What follows belongs to an exercise in optimizing a design on an open flow for small area; a production flow would make more cautious choices. Power is estimated from default activity; no workload was simulated.

== run A ==
// pipe_core
module pipe_core
#(
    parameter logic [31:0] RESET_PC = '0,
    parameter int    NUM_REGS = 32
) (
    input  logic        clock,
    input  logic        rst_n,
    output logic [31:0] imem_addr,
    input  logic [31:0] imem_data,
    output logic        wb_en,
    output logic [4:0]  wb_reg,
    output logic [31:0] wb_data
);
    localparam int NSLOT = 31;
    localparam logic [2:0] S_CLR = 3'd0;
    localparam logic [2:0] S_D   = 3'd1;
    localparam logic [2:0] S_C0  = 3'd2;
    localparam logic [2:0] S_C1  = 3'd3;
    localparam logic [2:0] S_W   = 3'd4;
    logic [2:0]  state;
    logic [4:0]  rot;           
    logic [4:0]  rot_n;
    logic [4:0]  pos;           
    logic [31:0] pc;
    logic [31:0] a;
    logic [31:0] slot [NSLOT];
    logic [4:0]  op, rd, rs, rt, func;
    logic [31:0] imm, target;
    assign op     = imem_data[31:27];
    assign rd     = imem_data[26:22];
    assign rs     = imem_data[21:17];
    assign rt     = imem_data[16:12];
    assign func   = imem_data[6:2];
    assign imm    = {{15{imem_data[16]}}, imem_data[16:0]};
    assign target = {5'b0, imem_data[26:0]};
    logic is_r, is_addi, is_bne, is_j;
    assign is_r    = (op == 5'd0);
    assign is_addi = (op == 5'd5);
    assign is_bne  = (op == 5'd2);
    assign is_j    = (op == 5'd1);
    logic [4:0] naddr;
    always_comb begin
        case (state)
            S_C0:    naddr = is_bne ? rd : rt;
            S_D:     naddr = rs;
            default: naddr = rd;
        endcase
    end
    assign rot_n = (rot == 5'd30) ? 5'd0 : rot + 5'd1;
    logic [5:0] psum;
    logic [4:0] pos_n;
    assign psum  = {1'b0, naddr} + {1'b0, rot_n};
    assign pos_n = (naddr == 5'd0) ? 5'd31 :
                   (psum >= 6'd31) ? 5'(psum - 6'd31) : psum[4:0];
    logic [31:0] port;
    always_comb begin
        port = '0;
        for (int s = 0; s < NSLOT; s++) begin
            if (pos == 5'(s)) port = port | slot[s];
        end
    end
    function automatic logic is_head(int s);
  ...
make LEC_CHECK=0 CAP_MARGIN=20 CELL_PAD_IN_SITES_DETAIL_PLACEMENT=1 CORE_MARGIN=2 CORE_UTILIZATION=55 PLACE_DENSITY=0.65 SLEW_MARGIN=20 finish   # period 10.0 ns
run.sh (not shown) runs the stock make flow with config.mk's settings and CLKGATE_MAP_FILE= SYNTH_SCRIPT=/design/flow/synth_recipe.tcl, a recipe that flattens the netlist after the stock synthesis.
Run A finished every stage and its layout cleared the timing, DRC and antenna checks.
Modified inputs, run B compared to run A
==> flow/flow/run.sh (new file) <==
#!/bin/bash
# Own flow: the standard layout, except that the combinational logic is
# mapped by abc with an area-oriented script (flow/area.abc) instead of the
# delay-oriented one. Registers come from the same dfflibmap step as the
# standard synthesis, so their names and cell types are unchanged.
set -euo pipefail
W=$(pwd)
# synthesis script: synth_recipe.tcl with abc's -script argument redirected
{
  cat <<EOT
proc abc {args} {
  set i [lsearch -exact \$args -script]
  if {\$i >= 0} { lset args [expr {\$i + 1}] $W/flow/area.abc }
  yosys abc {*}\$args
}
EOT
  cat "$W/synth_recipe.tcl"
} > "$W/own_synth.tcl"
sed "s#SYNTH_SCRIPT=[^ ]*#SYNTH_SCRIPT=$W/own_synth.tcl#" "$W/standard.sh" > "$W/own_standard.sh"
bash "$W/own_standard.sh" synth > "$W/synth.log" 2>&1
bash "$W/standard.sh" > "$W/layout.log" 2>&1
==> flow/flow/area.abc (new file) <==
&get -n
&st
&dch
&nf -a
&st
&dch
&nf -a
&put
topo
stime -c
==> flow/standard.sh (new file) <==
#!/bin/bash
# synth_recipe.tcl (not shown) runs the flow's synth.tcl, then flattens the netlist and writes it again
# the make line also repeats each setting of config.mk as NAME=value (left out here)
make -C /OpenROAD-flow-scripts/flow DESIGN_CONFIG=/design/flow/config.mk WORK_HOME=/design/flow/orfs CLKGATE_MAP_FILE= SYNTH_SCRIPT=/design/flow/synth_recipe.tcl "${@:-finish}"
removed: flow/run.sh
Findings:
Run B vs. run A: aggregate negative setup slack saw little to no change, design area moved down, synthesized area divided by synthesized cell count grew by 5.1%, share of total power in combinational logic dropped 1.6 points.
Compared with run A, in run B wire length decreased 3.4%; part of the cycle the worst path needs increased 7.1 points.
Wire length of the first global-routing pass on run B is down relative to run A.
Flip-flop and latch count came out exactly the same in run A and run B.
Input-level comparison between run C and run B:
Settings: GPL_TIMING_DRIVEN now 0, previously not set.
==> flow/run.sh (new file) <==
#!/bin/bash
# synth_recipe.tcl (not shown) runs the flow's synth.tcl, then flattens the netlist and writes it again
# the make line also repeats each setting of config.mk as NAME=value (left out here)
make -C /OpenROAD-flow-scripts/flow DESIGN_CONFIG=/design/flow/config.mk WORK_HOME=/design/flow/orfs CLKGATE_MAP_FILE= SYNTH_SCRIPT=/design/flow/synth_recipe.tcl finish
removed: flow/flow/run.sh
removed: flow/flow/area.abc
removed: flow/standard.sh
[summary]
A capturing instance or port of the critical path of a[30] is what run B shows, while a[28] belongs to run C. Count of inverters other than clock inverters in the layout: lower on run B. The run showing the greater switching power total is run C. Run C ends up with a synthesized area that is about 6% higher than in run B. Die area for run C: 6.1% up relative to run B. On run C: overall track demand over capacity in global routing is 4.6 points higher than what run B gave. From run B to run C the numbers moved as follows: share of total power consumed by net switching picked up an extra 1.9 points; power has increased; number of clock sinks has remained practically unchanged; number of global-route vias before repair now larger. Looking at worst setup slack after layout, run C sits 0.10 ns lower than run B does. Taking run C as 1.0, run B lands at 1.05 on post-synthesis average cell area.
Function was not checked in any run of this note: the RTL went through the layout flow alone.

-- afterwards: timing with drivers on the ports --
How much do the figures lean on ideal ports? The routed layouts below were timed once more, with nothing changed but the port constraints. Step 1 (the two cells are an assumption about what drives the block):
set clk [get_ports {clock}]
set_driving_cell -lib_cell sky130_fd_sc_hd__clkbuf_16 $clk
set_driving_cell -lib_cell sky130_fd_sc_hd__buf_2 [delete_from_list [all_inputs] $clk]
Step 2 adds t to the input delays and takes it off the output delays; t is the mean of the earliest and latest rising clock arrival at the registers after step 1. Input paths then give back, and output paths get back, about the clock's delay inside the block. a / b / c = ideal / step 1 / step 2; a / b = the first two.
run | t (ns) | setup WS [ns] | worst setup path at the end
run A | 0.741 | 2.377 / 2.343 / 2.118 | input to register
run B | 0.725 | 1.669 / 1.669 / 1.112 | input to register
run C | 0.738 | 1.565 / 1.565 / 1.297 | input to register
After both steps every run listed still meets setup and hold. The setup slack of run B, which loses most, moves by 0.000 ns with the drivers and by -0.557 ns with both steps.
